Context: an optimization exercise on an open-source flow, tuned for small area, a short achievable clock period and few clock cycles per item. The choices shown serve that exercise and are no tape-out recipe.
Only simulation tests tie the RTL to the original design; equivalence was not proved.
No activity file was given, so power comes from the tool's default toggle rates.

## round_robin_job_scheduler
module round_robin_job_scheduler (
   input  logic        clock,
   input  logic        reset,
   input  logic        req_valid,
   output logic        req_ready,
   input  logic        req_action,
   input  logic [3:0]  req_arrive_job,
   input  logic [15:0] req_burst_length,
   input  logic [15:0] req_io_complete_mask,
   input  logic        req_needs_io,
   output logic        rsp_valid,
   input  logic        rsp_ready,
   output logic [2:0]  rsp_event_res,
   output logic [3:0]  rsp_job_slot,
   output logic [15:0] rsp_remaining_after,
   output logic [15:0] rsp_tick_now,
   output logic [15:0] rsp_first_start,
   output logic [15:0] rsp_finish_tick,
   output logic [15:0] rsp_running_ticks,
   output logic [15:0] rsp_ready_ticks,
   output logic [15:0] rsp_waiting_io_ticks,
   output logic        rsp_all_done,
   input  logic        csr_valid,
   output logic        csr_ready,
   input  logic [7:0]  csr_data
);
   localparam int NJ = 16;
   logic        iv_ff;
   logic        iact_ff;
   logic [3:0]  ijob_ff;
   logic [15:0] iburst_ff;
   logic [15:0] imask_ff;
   logic        iio_ff;
   logic        sv_ff;
   logic        sact_ff;
   logic [3:0]  sjob_ff;
   logic [15:0] sburst_ff;
   logic [15:0] smask_ff;
   logic        sio_ff;
   typedef struct packed {
      logic [2:0]    ev;
      logic [3:0]    slot;
      logic          done;
      logic [15:0]   tick;
      logic [15:0]   rem;
      logic [15:0]   run;
      logic [15:0]   rdy;
      logic [15:0]   iow;
      logic [15:0]   start;
   } res_t;
   logic rv_ff, kv_ff;
   res_t res_ff, skd_ff, res_nx;
   logic [15:0]   rem_ff   [NJ];
   logic [15:0]   start_ff [NJ];
   logic [15:0]   run_ff   [NJ];
  ...
Size: ~6500 cells after synthesis, roughly 1900 flip-flops, ~170 I/O pins, ~82000 sq um of cells after synthesis.
Settings: LEC_CHECK=0, CAP_MARGIN=30, CORE_MARGIN=2, CORE_UTILIZATION=62, CTS_CLUSTER_DIAMETER=70, CTS_CLUSTER_SIZE=30, PLACE_DENSITY=0.75, SETUP_SLACK_MARGIN=5, SLEW_MARGIN=20; clock period 10.0 ns.
standard.sh (not shown) runs the stock make flow with config.mk's settings and CLKGATE_MAP_FILE= SYNTH_SCRIPT=/design/flow/synth_recipe.tcl, a recipe that flattens the netlist after the stock synthesis.
==> flow/flow/run.sh <==
#!/bin/bash
set -o pipefail
sed -E 's/SETUP_SLACK_MARGIN=[0-9.]+/SETUP_SLACK_MARGIN=6/' standard.sh > standard_m6.sh
grep -q 'SETUP_SLACK_MARGIN=6' standard_m6.sh || exit 1
bash standard_m6.sh > standard.log 2>&1
The baseline completed without violations.
Testbench counts at the start, summed over its fixed seeds: cycles 6,267, items 6,000.
Change:
CAP_MARGIN = 20   (was 30)
CORE_UTILIZATION = 55   (was 62)
PLACE_DENSITY = 0.7   (was 0.75)
Combinational power climbs by about 4%.
Worst setup slack gets better by 14 ps.
Design area climbs by 1.7%.
Utilization drops by 6.9 points.
Clock skew stays flat.
Non-clock buffer count drops by 5.
Worst hold slack is about the same.
Sequential share of layout area drops by 0.84 points.
Clock-buffer cell count climbs by 2.

Setup of nickel:
Starting RTL as in the previous note.
make LEC_CHECK=0 CAP_MARGIN=30 CORE_MARGIN=2 CORE_UTILIZATION=55 CTS_CLUSTER_DIAMETER=70 CTS_CLUSTER_SIZE=30 PLACE_DENSITY=0.7 SETUP_SLACK_MARGIN=5 SLEW_MARGIN=20 finish   # period 10.0 ns
run.sh (not shown) runs the stock make flow with config.mk's settings and CLKGATE_MAP_FILE= SYNTH_SCRIPT=/design/flow/synth_recipe.tcl, a recipe that flattens the netlist after the stock synthesis.
Stock flow here: none of the scripts above is used.
Testbench counts of nickel, summed over its fixed seeds: cycles 6,267, items 6,000.
Input changes introduced in lagoon (baseline for comparison: nickel):
Settings: PLACE_DENSITY: 0.7 -> 0.8; CORE_UTILIZATION: 55 -> 68.
==> flow/flow/run.sh (new file) <==
#!/bin/bash
set -o pipefail
sed -E 's/SETUP_SLACK_MARGIN=[0-9.]+/SETUP_SLACK_MARGIN=6/' standard.sh > standard_m6.sh
grep -q 'SETUP_SLACK_MARGIN=6' standard_m6.sh || exit 1
bash standard_m6.sh > standard.log 2>&1
==> flow/standard.sh (new file) <==
#!/bin/bash
# synth_recipe.tcl (not shown) runs the flow's synth.tcl, then flattens the netlist and writes it again
# the make line also repeats each setting of config.mk as NAME=value (left out here)
make -C /OpenROAD-flow-scripts/flow DESIGN_CONFIG=/design/flow/config.mk WORK_HOME=/design/flow/orfs CLKGATE_MAP_FILE= SYNTH_SCRIPT=/design/flow/synth_recipe.tcl "${@:-finish}"
removed: flow/run.sh
Notes after the runs:
- In the reports for lagoon and nickel, the larger number of buffers created by CTS belongs to nickel.
- lagoon against nickel: number of gates given a new drive strength after cts saw an increase; total via count after detailed routing increased by about 5.3% relative to the old numbers; cell-internal power increased 0.000049 W.
- Going from nickel to lagoon, count of clock buffers in the final design now sits lower, global-route usage now sits higher, pre-CTS worst setup slack now sits higher, global routing usage on met1 now sits higher, die extent in y now sits lower.
- Tightest slew margin relative to the limit on lagoon is behind nickel.
- Going from nickel to lagoon, the die area was shrunk.
Changes in garnet relative to lagoon:
Settings: PLACE_DENSITY now 0.7, was 0.8; CORE_UTILIZATION now 55, was 68.
[summary]
- garnet gives more number of clock buffer instances in the layout than lagoon did.
- Re internal power summed over all cells: garnet is 2.5% up on lagoon.
- [diff] power, garnet relative to lagoon: regression
- Sort lagoon and garnet by largest net degree at the start of global routing, ascending, and lagoon comes first.
- [diff] final area, garnet relative to lagoon: regression
- met5 as the highest metal layer used by the detailed router was reported by garnet, and met4 by lagoon.
- Fraction of the cycle the final worst path needs for garnet: 0.28 points down relative to lagoon
- NOTE number of gates resized after CTS lagoon->garnet increased by more than 10%
- Going from lagoon to garnet, routed wire length shows an increase of 5400 um, arithmetic-cell share of the synthesized area counting full adders, half adders and majority gates flat.

==> static timing again, ports no longer ideal <==
No port has a modelled driver above. Below, the same layouts with a new extraction and two added sets of constraints.
Step 1, drivers: a clkbuf_16 drives clock and a buf_2 each remaining input, both assumed.
Step 2 moves the port delays by t, midway between the first and last clock arrival at a register: inputs arrive t later, outputs are due t later. That takes back most of the time a late clock gives input paths.
Slacks: no drivers / after step 1 / after step 2; pairs: no drivers / after step 1.
run	t (ns)	setup slack, ns	hold WS [ns]	worst data-port slew with drivers (ns)
the first run of note 1	0.849	5.935 / 5.854 / 5.540	0.479 / 0.479 / 0.479	0.07
the second run of note 1	0.861	5.949 / 5.861 / 5.511	0.478 / 0.478 / 0.478	0.08
nickel	0.847	5.211 / 5.125 / 4.816	0.472 / 0.472 / 0.472	0.08
lagoon	0.832	5.844 / 5.762 / 5.351	0.485 / 0.485 / 0.485	0.06
garnet	0.859	5.872 / 5.786 / 5.477	0.476 / 0.476 / 0.476	0.08
After both steps setup and hold are still met in every run listed. The setup slack of lagoon, which loses most, moves by -0.082 ns with the drivers and by -0.493 ns with both steps.
